Context: an optimization exercise on an open-source flow, tuned for small area and a short achievable clock period. The choices shown serve that exercise and are no tape-out recipe.
RTL that was checked went through simulation tests only; none was proved equivalent to the original.
Power and IR drop assume default switching activity.

==> flow/design.v (excerpt) <==
module gpio_to_axis_mux_fifo #(
    parameter int NUM_CH     = 4,
    parameter int DATA_WIDTH = 32,
    parameter int DEPTH      = 16,
    parameter int WEN_EDGE   = 1,
    parameter int BURST_LEN  = 8
) (
    input  logic                         clk,
    input  logic                         rst_n,
    input  logic                         clr,
    input  logic [NUM_CH-1:0]            wen,
    input  logic [NUM_CH*DATA_WIDTH-1:0] wdata,
    output logic [NUM_CH-1:0]            overflow,
    output logic [DATA_WIDTH-1:0]        m_axis_tdata,
    output logic [gpio_axis_pkg::ch_width(NUM_CH)-1:0] m_axis_tdest,
    output logic                         m_axis_tlast,
    output logic                         m_axis_tvalid,
    input  logic                         m_axis_tready
);
==> module gpio_to_axis_mux_fifo, before the edit <==
module gpio_to_axis_mux_fifo #(
    parameter int NUM_CH     = 4,
    parameter int DATA_WIDTH = 32,
    parameter int DEPTH      = 16,
    parameter int WEN_EDGE   = 1,
    parameter int BURST_LEN  = 8
) (
    input  logic                         clk,
    input  logic                         rst_n,
    input  logic                         clr,
    input  logic [NUM_CH-1:0]            wen,
    input  logic [NUM_CH*DATA_WIDTH-1:0] wdata,
    output logic [NUM_CH-1:0]            overflow,
    output logic [DATA_WIDTH-1:0]        m_axis_tdata,
    output logic [gpio_axis_pkg::ch_width(NUM_CH)-1:0] m_axis_tdest,
    output logic                         m_axis_tlast,
    output logic                         m_axis_tvalid,
    input  logic                         m_axis_tready
);
    localparam int CH_W = gpio_axis_pkg::ch_width(NUM_CH);
    logic [NUM_CH-1:0]                        nonempty, nonempty_nx;
    logic [NUM_CH-1:0]                        wr_en, one_left;
    logic [NUM_CH-1:0]                        pop;
    logic [NUM_CH-1:0][DATA_WIDTH-1:0]        dout_n;
    logic [NUM_CH-1:0][DEPTH-1:0]             rsel, rsel_nx;
    logic [NUM_CH-1:0][DEPTH-1:0]             sel;      
    logic [NUM_CH-1:0]     rr_oh, rr_nx;    
    logic [NUM_CH-1:0]     gnt_oh, gnt_nx;  
    logic [CH_W-1:0]       gnt;
    logic [DATA_WIDTH-1:0] gnt_data;
    logic                  gnt_vld, load, flush;
    for (genvar i = 0; i < NUM_CH; i++) begin : g_ch
        gpio_axis_chan_fifo #(
            .DATA_WIDTH (DATA_WIDTH),
            .DEPTH      (DEPTH),
            .WEN_EDGE   (WEN_EDGE)
        ) u_fifo (
            .clk         (clk),
            .rst_n       (rst_n),
            .clr         (clr),
            .wen         (wen[i]),
            .wdata       (wdata[(i)*(DATA_WIDTH) +: (DATA_WIDTH)]),
            .pop         (pop[i]),
            .sel         (sel[i]),
            .rd_data_n   (dout_n[i]),
            .rsel        (rsel[i]),
            .nonempty_nx (nonempty_nx[i]),
            .nonempty    (nonempty[i]),
            .wr_en       (wr_en[i]),
            .one_left    (one_left[i]),
            .overflow    (overflow[i])
        );
        assign nonempty_nx[i] = !flush && (wr_en[i] || (pop[i] ? (nonempty[i] && !one_left[i]) : nonempty[i]));
        assign rsel_nx[i] = pop[i] ? {rsel[i][DEPTH-2:0], rsel[i][DEPTH-1]} : rsel[i];
    end
    assign flush   = !rst_n || clr;
    assign gnt_vld = |nonempty;
    assign load    = gnt_vld & (~m_axis_tvalid | m_axis_tready);
    assign pop     = gnt_oh & {NUM_CH{load}};
    always_comb begin
        logic blocked;
        int   j;
        rr_nx = flush ? NUM_CH'(1) : load ? {gnt_oh[NUM_CH-2:0], gnt_oh[NUM_CH-1]} : rr_oh;
        for (int c = 0; c < NUM_CH; c++) begin
            blocked = 1'b0;
            for (int k = 1; k < NUM_CH; k++) begin
                j = (c - k + NUM_CH) % NUM_CH;
                for (int m = 0; m < k; m++)
                    if (rr_nx[j] && nonempty_nx[(j + m) % NUM_CH]) blocked = 1'b1;
            end
            gnt_nx[c] = nonempty_nx[c] && !blocked;
        end
    end
    always_ff @(posedge clk) begin
        rr_oh  <= rr_nx;
        gnt_oh <= gnt_nx;
        for (int c = 0; c < NUM_CH; c++)
            sel[c] <= rsel_nx[c] & {DEPTH{gnt_nx[c]}};
    end
    always_comb begin
        gnt      = '0;
        gnt_data = '1;
        for (int c = 0; c < NUM_CH; c++) begin
            if (gnt_oh[c]) gnt = gnt | CH_W'(c);
            gnt_data = gnt_data & dout_n[c];
        end
    end
    always_ff @(posedge clk) begin
        if (flush) begin
            m_axis_tvalid <= 1'b0;
            m_axis_tdata  <= '0;
            m_axis_tdest  <= '0;
            m_axis_tlast  <= 1'b0;
        end else if (load) begin
            m_axis_tvalid <= 1'b1;
            m_axis_tdata  <= ~gnt_data;
            m_axis_tdest  <= gnt;
            m_axis_tlast  <= (BURST_LEN >= 1);
        end else if (m_axis_tready) begin
            m_axis_tvalid <= 1'b0;
        end
    end
endmodule
clock: 5.0 ns
lec_check: 0
cap_margin: 20
core_margin: 2
core_utilization: 40
cts_cluster_diameter: 100
cts_cluster_size: 25
setup_slack_margin: 2.6
slew_margin: 20
synth_hierarchical: 1
synth_minimum_keep_size: 0
standard.sh (not shown) runs the stock make flow with config.mk's settings and CLKGATE_MAP_FILE= SYNTH_SCRIPT=/design/flow/synth_recipe.tcl, a recipe that flattens the netlist after the stock synthesis.
==> flow/flow/run.sh <==
#!/bin/bash
# Standard ORFS layout (the standard.sh, standard synthesis unchanged) with
# knobs passed through the environment:
#  - port buffers are plain buf_4 cells instead of the delay-cell buffers that
#    buffer_ports picks by default;
#  - clock tree synthesis without dummy loads, with larger sink clusters;
#  - more setup repair after global routing (flow/post_grt.tcl).
set -euo pipefail
export BUFFER_PORTS_ARGS="-buffer_cell sky130_fd_sc_hd__buf_4"
export CTS_ARGS="-sink_clustering_enable -repair_clock_nets -dont_use_dummy_load -sink_clustering_size 25 -sink_clustering_max_diameter 100"
export POST_GLOBAL_ROUTE_TCL="$PWD/flow/post_grt.tcl"
export FLOW_GRT_MARGIN=2.75
export FLOW_GRT_TNS=20
bash standard.sh > standard_flow.log 2>&1
==> flow/flow/post_grt.tcl <==
# Extra setup repair after global routing, on global-route parasitics, with a
# larger margin than the stage's own repair (detailed routing loses about
# 0.1 ns on the worst paths), done the way global_route.tcl does its repair:
# one pass with every move on the worst endpoints, then a sizing-only pass
# over all endpoints. Then the route guides are written again for detailed
# routing.
log_cmd estimate_parasitics -global_routing
log_cmd repair_timing -setup -setup_margin $::env(FLOW_GRT_MARGIN) -repair_tns $::env(FLOW_GRT_TNS) -verbose
log_cmd repair_timing -setup -setup_margin $::env(FLOW_GRT_MARGIN) -repair_tns 100 -sequence "sizeup,swap" -verbose
log_cmd global_route -start_incremental
log_cmd detailed_placement
log_cmd global_route -end_incremental
log_cmd estimate_parasitics -global_routing
write_guides $::env(RESULTS_DIR)/route.guide
Next try:
--- a/flow/design.v
+++ b/flow/design.v
@@ -166,11 +166,10 @@
         );
         assign nonempty_nx[i] = !flush && (wr_en[i] || (pop[i] ? (nonempty[i] && !one_left[i]) : nonempty[i]));
         assign rsel_nx[i] = pop[i] ? {rsel[i][DEPTH-2:0], rsel[i][DEPTH-1]} : rsel[i];
     end
     assign flush   = !rst_n || clr;
-    assign gnt_vld = |nonempty;
     assign load    = gnt_vld & (~m_axis_tvalid | m_axis_tready);
     assign pop     = gnt_oh & {NUM_CH{load}};
     always_comb begin
         logic blocked;
         int   j;
@@ -184,12 +183,13 @@
             end
             gnt_nx[c] = nonempty_nx[c] && !blocked;
         end
     end
     always_ff @(posedge clk) begin
-        rr_oh  <= rr_nx;
-        gnt_oh <= gnt_nx;
+        rr_oh   <= rr_nx;
+        gnt_oh  <= gnt_nx;
+        gnt_vld <= |nonempty_nx;
         for (int c = 0; c < NUM_CH; c++)
             sel[c] <= rsel_nx[c] & {DEPTH{gnt_nx[c]}};
     end
     always_comb begin
         gnt      = '0;
The new run completed with no timing, DRC or antenna violations.
Clock power stays flat.
Cell area stays flat.
Core utilization barely changes.
Wire length is higher by 2.3%.
Via count stays flat.
Worst setup slack is worse by 0.12 ns.
Synthesized area is about the same.
Global-route usage grows by 0.83 points.
Maximum frequency came out lower by 4.8%.
Die area hardly moves.
Critical path depth went up by 5.
Total power hardly moves.
Sequential share of layout area barely changes.
Only the layout flow was run in the second run of this note; the RTL was not checked for function there.

==> what the ideal ports hide <==
No port has a modelled driver above. Below, the same layouts with a new extraction and two added sets of constraints.
Step 1 (the two cells are an assumption about what drives the block):
set clk [get_ports {clk}]
set_driving_cell -lib_cell sky130_fd_sc_hd__clkbuf_16 $clk
set_driving_cell -lib_cell sky130_fd_sc_hd__buf_2 [delete_from_list [all_inputs] $clk]
Step 2 times the ports against the registers' clock, not the clock port: input delays grow and output delays shrink by t, the midpoint of the rising clock arrivals with the driver on.
Three values: ideal, step 1, step 2; two values: the first two.
run	t (ns)	setup WS [ns]	slew at the worst register clock pin (ns)
the first run	0.809	2.672 / 2.597 / 1.911	0.10 / 0.10
the second run	0.811	2.554 / 2.554 / 1.863	0.11 / 0.11
After both steps every run listed still meets setup and hold. For the first run, which loses most, drivers alone change the setup slack by -0.075 ns; drivers and shift together by -0.761 ns.
